Context: an optimization exercise on an open-source flow, tuned for small area. The choices shown serve that exercise and are no tape-out recipe.
Only simulation tests tie the RTL to the original design; equivalence was not proved.
Power figures rest on the tool's default switching activity, not on a simulated workload. No driver is modelled on the clock port, so clocking that relies on it looks cheaper here than on a real chip.

Setup of job 101:
==> flow/design.v (excerpt) <==
module dprio_resp_top (
  input  logic        clock,
  input  logic        reset,
  input  logic [15:0] dprio_addr,
  input  logic [8:0]  quad_addr,
  input  logic [15:0] dprio_wrdata,
  input  logic        dprio_wren,
  input  logic        dprio_rden,
  input  logic        retain_addr,
  output logic        dprio_busy,
  output logic [15:0] dprio_rddata,
  output logic        protocol_err,
  output logic [7:0]  testbuses
);
export LEC_CHECK = 0
export CAP_MARGIN = 20
export CORE_MARGIN = 2
export CORE_UTILIZATION = 40
export CTS_BUF_LIST = sky130_fd_sc_hd__clkbuf_8
export CTS_CLUSTER_DIAMETER = 50
export CTS_CLUSTER_SIZE = 20
export SLEW_MARGIN = 20
create_clock -name core_clock -period 8.0 [get_ports {clock}]
standard.sh (not shown) runs the stock make flow with config.mk's settings and CLKGATE_MAP_FILE= SYNTH_SCRIPT=/design/flow/synth_recipe.tcl, a recipe that flattens the netlist after the stock synthesis.
==> flow/flow/run.sh <==
#!/bin/bash
set -euo pipefail
export BUFFER_PORTS_ARGS="-buffer_cell sky130_fd_sc_hd__buf_1"
export CTS_ARGS="-sink_clustering_enable -repair_clock_nets -buf_list sky130_fd_sc_hd__clkbuf_16 -sink_clustering_size 34 -sink_clustering_max_diameter 60 -dont_use_dummy_load"
bash standard.sh > standard.log 2>&1
Job 101 has completed all stages; timing, DRC and antenna checks passed.
[inputs] job 102 vs job 101
- a change of CTS_CLUSTER_SIZE from 20 to 30
- a change of CTS_CLUSTER_DIAMETER from 50 to 80
- a change of CTS_BUF_LIST from sky130_fd_sc_hd__clkbuf_8 to sky130_fd_sc_hd__clkbuf_16
==> flow/run.sh (new file) <==
#!/bin/bash
# synth_recipe.tcl (not shown) runs the flow's synth.tcl, then flattens the netlist and writes it again
# the make line also repeats each setting of config.mk as NAME=value (left out here)
make -C /OpenROAD-flow-scripts/flow DESIGN_CONFIG=/design/flow/config.mk WORK_HOME=/design/flow/orfs CLKGATE_MAP_FILE= SYNTH_SCRIPT=/design/flow/synth_recipe.tcl finish
removed: flow/flow/run.sh
removed: flow/standard.sh
Cmp job 102 vs job 101: reported clock group power higher in job 102. Going from job 101 to job 102, clock-buffer cell count grew by a few percent. In job 102 the number of fillers in the final layout turned out 40 higher than in job 101. For global-route usage, job 102 and job 101 come out practically identical. Job 101 has lower clock share of power than job 102. Relative to job 101, headroom to the max-slew limit has gone down in job 102. Job 102 vs job 101 — delay of the slowest cell on the worst path rose 0.06 ns.
Here is what was changed in the inputs of job 103 compared with job 102.
- CTS_BUF_LIST changed from sky130_fd_sc_hd__clkbuf_16 to sky130_fd_sc_hd__clkbuf_8
- CTS_CLUSTER_DIAMETER changed from 80 to 50
- CTS_CLUSTER_SIZE changed from 30 to 20
Job 103: done, clean on timing, DRC and antenna
[compare] base=job 102 new=job 103: global routing met2 resource utilization stayed essentially flat, switching power total rose by 0.35%, floorplan die area stayed essentially flat, wire length rose by 310 µm, total vias in the final route rose by 1.5%.
[inputs] job 104 vs job 103
==> flow/flow/run.sh (new file) <==
#!/bin/bash
set -euo pipefail
export BUFFER_PORTS_ARGS="-buffer_cell sky130_fd_sc_hd__buf_1"
export CTS_ARGS="-sink_clustering_enable -repair_clock_nets -buf_list sky130_fd_sc_hd__clkbuf_8 -sink_clustering_size 22 -sink_clustering_max_diameter 50 -dont_use_dummy_load"
bash standard.sh > standard.log 2>&1
==> flow/standard.sh (new file) <==
#!/bin/bash
# synth_recipe.tcl (not shown) runs the flow's synth.tcl, then flattens the netlist and writes it again
# the make line also repeats each setting of config.mk as NAME=value (left out here)
make -C /OpenROAD-flow-scripts/flow DESIGN_CONFIG=/design/flow/config.mk WORK_HOME=/design/flow/orfs CLKGATE_MAP_FILE= SYNTH_SCRIPT=/design/flow/synth_recipe.tcl "${@:-finish}"
removed: flow/run.sh
## What came out
There was hardly any difference in global-route usage between job 103 and job 104. Final critical-path required period improves in job 104 relative to job 103. Looking at standard cell with the maximum stage delay on the critical path, the clkdlybuf4s50_1 result is from job 103; the nor3_1 one comes from job 104. Power drawn by the sequential cells delta (job 103 -> job 104): insignificant. Of job 104 and job 103, the lower final area belongs to job 104. Summary of job 104 over job 103: CTS clock-pin slew for the worst setup and hold paths stayed essentially flat; via count fell by 68.

========
dprio_resp_top, a different RTL version from the one above (not shown whole).
Size in the first run: ~2500 cells after synthesis, roughly 2100 flip-flops, roughly 0.045 mm² of cells after synthesis.
Design dprio_resp_top, start of the top module:
module dprio_resp_top (
  input  logic        clock,
  input  logic        reset,
  input  logic [15:0] dprio_addr,
  input  logic [8:0]  quad_addr,
  input  logic [15:0] dprio_wrdata,
  input  logic        dprio_wren,
  input  logic        dprio_rden,
  input  logic        retain_addr,
  output logic        dprio_busy,
  output logic [15:0] dprio_rddata,
  output logic        protocol_err,
  output logic [7:0]  testbuses
);
Settings: LEC_CHECK=0, CAP_MARGIN=20, CORE_MARGIN=2, CORE_UTILIZATION=40, CTS_BUF_LIST=sky130_fd_sc_hd__clkbuf_8, CTS_CLUSTER_DIAMETER=50, CTS_CLUSTER_SIZE=22, PLACE_DENSITY=0.75, SLEW_MARGIN=20; clock period 8.0 ns.
==> flow/flow/run.sh <==
#!/bin/bash
set -euo pipefail
here=$(pwd)
export BUFFER_PORTS_ARGS="-buffer_cell sky130_fd_sc_hd__buf_1"
export CTS_ARGS="-sink_clustering_enable -repair_clock_nets -buf_list sky130_fd_sc_hd__clkbuf_8 -sink_clustering_size 21 -sink_clustering_max_diameter 60 -dont_use_dummy_load"
rm -rf "$here/synth_scripts"
cp -r "$FLOW_HOME/scripts" "$here/synth_scripts"
cp "$here/flow/abc_area_map.script" "$here/synth_scripts/abc_speed.script"
bash standard.sh SCRIPTS_DIR="$here/synth_scripts" synth > synth.log 2>&1
bash standard.sh > standard.log 2>&1
==> flow/flow/abc_area_map.script <==
strash
dc2
dch -f
map -a
strash
dc2
dch -f
map -a
strash
dch -f
map -a
topo
stime -c
The starting point ran to the end with no violations.
==> next run, changes <==
==> flow/flow/run.sh (replaced) <==
#!/bin/bash
set -euo pipefail
here=$(pwd)
export BUFFER_PORTS_ARGS="-buffer_cell sky130_fd_sc_hd__buf_1"
export CTS_ARGS="-sink_clustering_enable -repair_clock_nets -buf_list sky130_fd_sc_hd__clkbuf_8 -sink_clustering_size 22 -sink_clustering_max_diameter 50 -dont_use_dummy_load"
rm -rf "$here/synth_scripts"
cp -r "$FLOW_HOME/scripts" "$here/synth_scripts"
cp "$here/flow/abc_area_map.script" "$here/synth_scripts/abc_speed.script"
bash standard.sh SCRIPTS_DIR="$here/synth_scripts" synth > synth.log 2>&1
bash standard.sh > standard.log 2>&1
Settings changed: CTS_BUF_LIST sky130_fd_sc_hd__clkbuf_8 to default, CTS_CLUSTER_DIAMETER 50 to default, CTS_CLUSTER_SIZE 22 to default, PLACE_DENSITY 0.75 to 0.7.
=> The changed run went through all stages and came out clean; non-clock buffer count came out higher by 1; setup slack got worse by 0.29 ns; synthesized cell count stays the same.

========
Setup of v6:
The RTL this note starts from:
==> flow/design.v <==
package dprio_c3gxb_pkg;
  typedef enum logic [1:0] {
    IDLE,
    ADDR_FRAME,
    DATA_FRAME,
    COMPLETE
  } state_t;
  localparam logic [7:0] WIN_BASE   = 8'hC0;
  localparam logic [3:0] REG_C01    = 4'd1;
  localparam logic [3:0] REG_C02    = 4'd2;
  localparam int         CAL_MSB    = 10;
  localparam int         CAL_LSB    = 3;
  localparam int         CAL_EN_BIT = 6;
  function automatic int ch_width(input int n);
    ch_width = (n > 1) ? $clog2(n) : 1;
  endfunction
endpackage
module dprio_resp_regbank (
  input  logic        clock,
  input  logic        reset,
  input  logic        wr_en,       
  input  logic [1:0]  wr_bank,
  input  logic [4:0]  wr_slot,
  input  logic [15:0] wr_data,
  output logic [4:0]  slot,        
  output logic [63:0] loop_in      
);
  logic         clearing, wr_slot_now;
  logic [15:0]  new_word;
  logic [3:0]   replace;
  logic [511:0] sr0, sr1, sr2, sr3;
  always_ff @(posedge clock) begin
    if (reset) begin
      slot     <= '0;
      clearing <= 1'b1;
    end else begin
      slot     <= {slot[3:0], slot[4] ^ slot[2] ^ (slot[3:0] == 4'd0)};
      if (slot == 5'd16) clearing <= 1'b0;    
    end
  end
  assign wr_slot_now = wr_en && (slot == wr_slot);
  assign new_word    = clearing ? ((slot[3:0] == 4'd2) ? 16'h0004 : 16'h0000) : wr_data;
  always_comb begin
    for (int b = 0; b < 4; b++)
      replace[b] = clearing || (wr_slot_now && wr_bank == 2'(b));
  end
  assign loop_in[15:0]  = replace[0] ? new_word : sr0[511:496];
  assign loop_in[31:16] = replace[1] ? new_word : sr1[511:496];
  assign loop_in[47:32] = replace[2] ? new_word : sr2[511:496];
  assign loop_in[63:48] = replace[3] ? new_word : sr3[511:496];
  always_ff @(posedge clock) begin
    sr0 <= {sr0[495:0], loop_in[15:0]};
    sr1 <= {sr1[495:0], loop_in[31:16]};
    sr2 <= {sr2[495:0], loop_in[47:32]};
    sr3 <= {sr3[495:0], loop_in[63:48]};
  end
endmodule
import dprio_c3gxb_pkg::*;
module dprio_resp_c3gxb (
  input  logic        clock,
  input  logic        reset,
  input  logic [15:0] dprio_addr,
  input  logic [8:0]  quad_addr,
  input  logic [15:0] dprio_wrdata,
  input  logic        dprio_wren,
  input  logic        dprio_rden,
  input  logic        retain_addr,
  output logic        dprio_busy,
  output logic [15:0] dprio_rddata,
  output logic        protocol_err,
  output logic [7:0]  testbuses
);
  localparam logic [6:0] T_ADDR_FIRST = 7'd1;
  localparam logic [6:0] T_ADDR_LAST  = 7'd44;
  localparam logic [6:0] T_DATA_FIRST = 7'd89;
  localparam logic [6:0] T_DATA_LAST  = 7'd19;
  localparam logic [6:0] T_COMPLETE   = 7'd38;
  localparam logic [6:0] T_AFTER      = 7'd77;
  logic [6:0]  tcnt;
  logic        idle, complete, req, retain_ok, in_hit;
  logic        cur_hit, cur_write, last_valid;
  logic [2:0]  cur_ch;
  logic [3:0]  cur_idx;
  logic [15:0] cur_data;           
  logic        cal_wr, other_fetch, other_cal;
  logic [4:0]  slot;
  logic [63:0] loop_in;
  logic [15:0] rd_word;
  logic        fetch;
  assign idle       = (tcnt == 7'd0) || (tcnt == T_AFTER);
  assign cal_wr     = (tcnt == T_AFTER) && cur_write && cur_hit;
  assign complete   = (tcnt == T_COMPLETE);
  assign req        = dprio_wren | dprio_rden;
  assign retain_ok  = dprio_wren & retain_addr & last_valid;
  assign dprio_busy = !idle && !complete;
  assign in_hit     = (dprio_addr[15:14] == 2'b00) && !quad_addr[8] &&
                      (dprio_addr[11:4] == WIN_BASE) && (quad_addr[7:1] == 7'd0);
  always_ff @(posedge clock) begin
    if (reset)          tcnt <= 7'd0;
    else if (idle)      tcnt <= !req ? 7'd0 : retain_ok ? T_DATA_FIRST : T_ADDR_FIRST;
    else                tcnt <= {tcnt[5:0], tcnt[6] ^ tcnt[5]};
  end
  assign rd_word = loop_in[16*cur_ch[2:1] +: 16];
  assign fetch   = dprio_busy && !cur_write && (slot == {cur_ch[0], cur_idx});
  always_ff @(posedge clock) begin
    if (reset) begin
      last_valid   <= 1'b0;
      cur_write    <= 1'b0;
      dprio_rddata <= '0;
      protocol_err <= 1'b0;
    end else begin
      protocol_err <= idle ? (dprio_wren && (dprio_rden || (retain_addr && !last_valid))) : req;
      if (idle && req) cur_write <= dprio_wren;
      if (tcnt == T_ADDR_LAST) last_valid <= 1'b1;
      if (tcnt == T_DATA_LAST && !cur_write)
        dprio_rddata <= cur_hit ? cur_data : 16'h0000;
    end
  end
  always_ff @(posedge clock) begin
    if (idle && req) begin
      cur_data <= dprio_wrdata;
      if (!retain_ok) begin
        cur_hit <= in_hit;
        cur_ch  <= {quad_addr[0], dprio_addr[13:12]};
        cur_idx <= dprio_addr[3:0];
      end
    end else if (fetch) begin
      cur_data <= rd_word;
    end
  end
  assign other_fetch = !idle && cur_write && (slot == {cur_ch[0], cur_idx[3:2], cur_idx[0], cur_idx[1]});
  always_ff @(posedge clock) begin
    if (other_fetch)
      other_cal <= cur_idx[0] ? rd_word[CAL_EN_BIT] : (rd_word[CAL_MSB:CAL_LSB] >= 8'h30);
  end
  always_ff @(posedge clock) begin
    if (reset) begin
      testbuses <= '0;
    end else if (cal_wr) begin
      if (cur_idx == REG_C01)
        testbuses[cur_ch] <= (cur_data[CAL_MSB:CAL_LSB] >= 8'h30) && other_cal;
      if (cur_idx == REG_C02)
        testbuses[cur_ch] <= cur_data[CAL_EN_BIT] && other_cal;
    end
  end
  dprio_resp_regbank u_regbank (
    .clock   (clock),
    .reset   (reset),
    .wr_en   (cur_write && cur_hit),
    .wr_bank (cur_ch[2:1]),
    .wr_slot ({cur_ch[0], cur_idx}),
    .wr_data (cur_data),
    .slot    (slot),
    .loop_in (loop_in)
  );
endmodule
module dprio_resp_top (
  input  logic        clock,
  input  logic        reset,
  input  logic [15:0] dprio_addr,
  input  logic [8:0]  quad_addr,
  input  logic [15:0] dprio_wrdata,
  input  logic        dprio_wren,
  input  logic        dprio_rden,
  input  logic        retain_addr,
  output logic        dprio_busy,
  output logic [15:0] dprio_rddata,
  output logic        protocol_err,
  output logic [7:0]  testbuses
);
  dprio_resp_c3gxb u_resp (
    .clock        (clock),
    .reset        (reset),
    .dprio_addr   (dprio_addr),
    .quad_addr    (quad_addr),
    .dprio_wrdata (dprio_wrdata),
    .dprio_wren   (dprio_wren),
    .dprio_rden   (dprio_rden),
    .retain_addr  (retain_addr),
    .dprio_busy   (dprio_busy),
    .dprio_rddata (dprio_rddata),
    .protocol_err (protocol_err),
    .testbuses    (testbuses)
  );
endmodule
clock: 8.0 ns
lec_check: 0
cap_margin: 20
core_margin: 2
core_utilization: 40
cts_buf_list: sky130_fd_sc_hd__clkbuf_8
cts_cluster_diameter: 50
cts_cluster_size: 22
place_density: 0.75
slew_margin: 20
==> flow/flow/run.sh <==
#!/bin/bash
set -euo pipefail
here=$(pwd)
export BUFFER_PORTS_ARGS="-buffer_cell sky130_fd_sc_hd__buf_1"
export CTS_ARGS="-sink_clustering_enable -repair_clock_nets -buf_list sky130_fd_sc_hd__clkbuf_8 -sink_clustering_size 22 -sink_clustering_max_diameter 45 -dont_use_dummy_load"
rm -rf "$here/synth_scripts"
cp -r "$FLOW_HOME/scripts" "$here/synth_scripts"
cp "$here/flow/abc_area_map.script" "$here/synth_scripts/abc_speed.script"
bash standard.sh SCRIPTS_DIR="$here/synth_scripts" synth > synth.log 2>&1
bash standard.sh > standard.log 2>&1
Scripts as last shown in full above: flow/flow/abc_area_map.script
Relative to v6, the following input files were edited for v7:
-- flow/flow/run.sh --
<<< v6, line 5
export CTS_ARGS="-sink_clustering_enable -repair_clock_nets -buf_list sky130_fd_sc_hd__clkbuf_8 -sink_clustering_size 22 -sink_clustering_max_diameter 45 -dont_use_dummy_load"
>>> v7, line 5
export CTS_ARGS="-sink_clustering_enable -repair_clock_nets -buf_list sky130_fd_sc_hd__clkbuf_8 -sink_clustering_size 22 -sink_clustering_max_diameter 50 -dont_use_dummy_load"
[summary]
Final instance area delta (v7 -> v6): insignificant. On power density over cell area, v6 and v7 are neck and neck. Compared v6 against v7; cell count within noise. Area growth from synthesis to layout, v6 and v7: higher on v6. Timing, DRC, antenna: 0 failures across v6 and v7.

========
RTL: one of the versions met above, not the one the previous note started from.
For scale: ~2,100 flip-flops, ~0.046 mm2 of cells after synthesis.
## dprio_resp_top
module dprio_resp_top (
  input  logic        clock,
  input  logic        reset,
  input  logic [15:0] dprio_addr,
  input  logic [8:0]  quad_addr,
  input  logic [15:0] dprio_wrdata,
  input  logic        dprio_wren,
  input  logic        dprio_rden,
  input  logic        retain_addr,
  output logic        dprio_busy,
  output logic [15:0] dprio_rddata,
  output logic        protocol_err,
  output logic [7:0]  testbuses
);
==> flow/config.mk <==
export PLATFORM = sky130hd
export DESIGN_NAME = dprio_resp_top
export DESIGN_NICKNAME = dprio_resp_top
export VERILOG_FILES = /design/flow/design.v
export SDC_FILE = /design/flow/constraint.sdc
export NUM_CORES = 4
export LEC_CHECK = 0
export CAP_MARGIN = 20
export CORE_MARGIN = 2
export CORE_UTILIZATION = 40
export CTS_BUF_LIST = sky130_fd_sc_hd__clkbuf_8
export CTS_CLUSTER_DIAMETER = 50
export CTS_CLUSTER_SIZE = 22
export PLACE_DENSITY = 0.75
export SLEW_MARGIN = 20
==> flow/constraint.sdc <==
create_clock -name core_clock -period 8.0 [get_ports {clock}]
set_input_delay 1.6000 -clock core_clock [delete_from_list [all_inputs] [get_ports {clock}]]
set_output_delay 1.6000 -clock core_clock [all_outputs]
set_load 0.01 [all_outputs]
==> flow/flow/run.sh <==
#!/bin/bash
set -euo pipefail
export BUFFER_PORTS_ARGS="-buffer_cell sky130_fd_sc_hd__buf_1"
export CTS_ARGS="-sink_clustering_enable -repair_clock_nets -buf_list sky130_fd_sc_hd__clkbuf_8 -sink_clustering_size 22 -sink_clustering_max_diameter 50 -dont_use_dummy_load"
bash standard.sh > standard.log 2>&1
The first run finished clean.
==> next run, changes <==
==> flow/flow/run.sh (replaced) <==
#!/bin/bash
set -euo pipefail
export BUFFER_PORTS_ARGS="-buffer_cell sky130_fd_sc_hd__buf_1"
export CTS_ARGS="-sink_clustering_enable -repair_clock_nets -buf_list sky130_fd_sc_hd__clkbuf_16 -sink_clustering_size 44 -sink_clustering_max_diameter 50 -dont_use_dummy_load"
bash standard.sh > standard.log 2>&1
Settings changed: CTS_CLUSTER_SIZE 22 to 20, PLACE_DENSITY 0.75 to not set.
What happened: Register-to-register slack got worse by 0.41 ns. Worst hold slack improves by 0.055 ns. Clock power goes up by 34%. Count of clock-buffer cells in the layout falls by 2. Area after synthesis does not change. Sequential power is about the same. Die area is unchanged. Synthesized cell count stays the same.
==> next run, changes <==
==> flow/flow/run.sh (replaced) <==
#!/bin/bash
set -euo pipefail
export BUFFER_PORTS_ARGS="-buffer_cell sky130_fd_sc_hd__buf_1"
export CTS_ARGS="-sink_clustering_enable -repair_clock_nets -buf_list sky130_fd_sc_hd__clkbuf_8 -sink_clustering_size 20 -sink_clustering_max_diameter 50 -dont_use_dummy_load"
bash standard.sh > standard.log 2>&1
After rerunning: Cell area is lower slightly; area after synthesis is unchanged; wire length fell slightly.

## re-timing with driven ports
The results above use ideal ports. As a check the final layouts listed here were re-extracted and re-timed, cells and wires unchanged.
Step 1: set_driving_cell puts a clkbuf_16 on clock and a buf_2 on each other input, an assumption about the parent block.
Step 2 moves the port delays by t, midway between the first and last clock arrival at a register: inputs arrive t later, outputs are due t later. That takes back most of the time a late clock gives input paths.
Slacks: ideal / step 1 / step 2; pairs: ideal / step 1.
run | t, ns | setup slack, ns | worst setup path after step 2 | clock arrival spread, ns | pins driven straight from the clock port
job 101 | 0.697 | 4.277 / 4.214 / 4.388 | register to register | 0.092 / 0.091 | 1
job 102 | 0.722 | 3.943 / 3.879 / 4.556 | input to register | 0.031 / 0.032 | 1
job 103 | 0.826 | 3.822 / 3.758 / 4.563 | input to register | 0.056 / 0.056 | 1
job 104 | 0.782 | 4.173 / 4.112 / 4.392 | register to register | 0.103 / 0.104 | 1
the first run of note 2 | 0.771 | 4.345 / 4.284 / 3.774 | input to register | 0.160 / 0.160 | 1
the second run of note 2 | 0.772 | 4.058 / 4.000 / 3.811 | input to register | 0.140 / 0.140 | 1
v6 | 0.754 | 4.372 / 4.311 / 3.818 | input to register | 0.145 / 0.145 | 1
v7 | 0.763 | 4.355 / 4.290 / 3.807 | input to register | 0.159 / 0.160 | 1
the first run of note 4 | 0.768 | 4.260 / 4.197 / 4.818 | register to register | 0.166 / 0.165 | 1
the second run of note 4 | 0.718 | 4.243 / 4.178 / 4.406 | register to register | 0.126 / 0.125 | 1
the third run of note 4 | 0.811 | 4.150 / 4.086 / 4.473 | register to register | 0.101 / 0.102 | 1
After both steps every run listed still meets setup and hold. The setup slack of the first run of note 2, which loses most, moves by -0.061 ns with the drivers and by -0.571 ns with both steps.
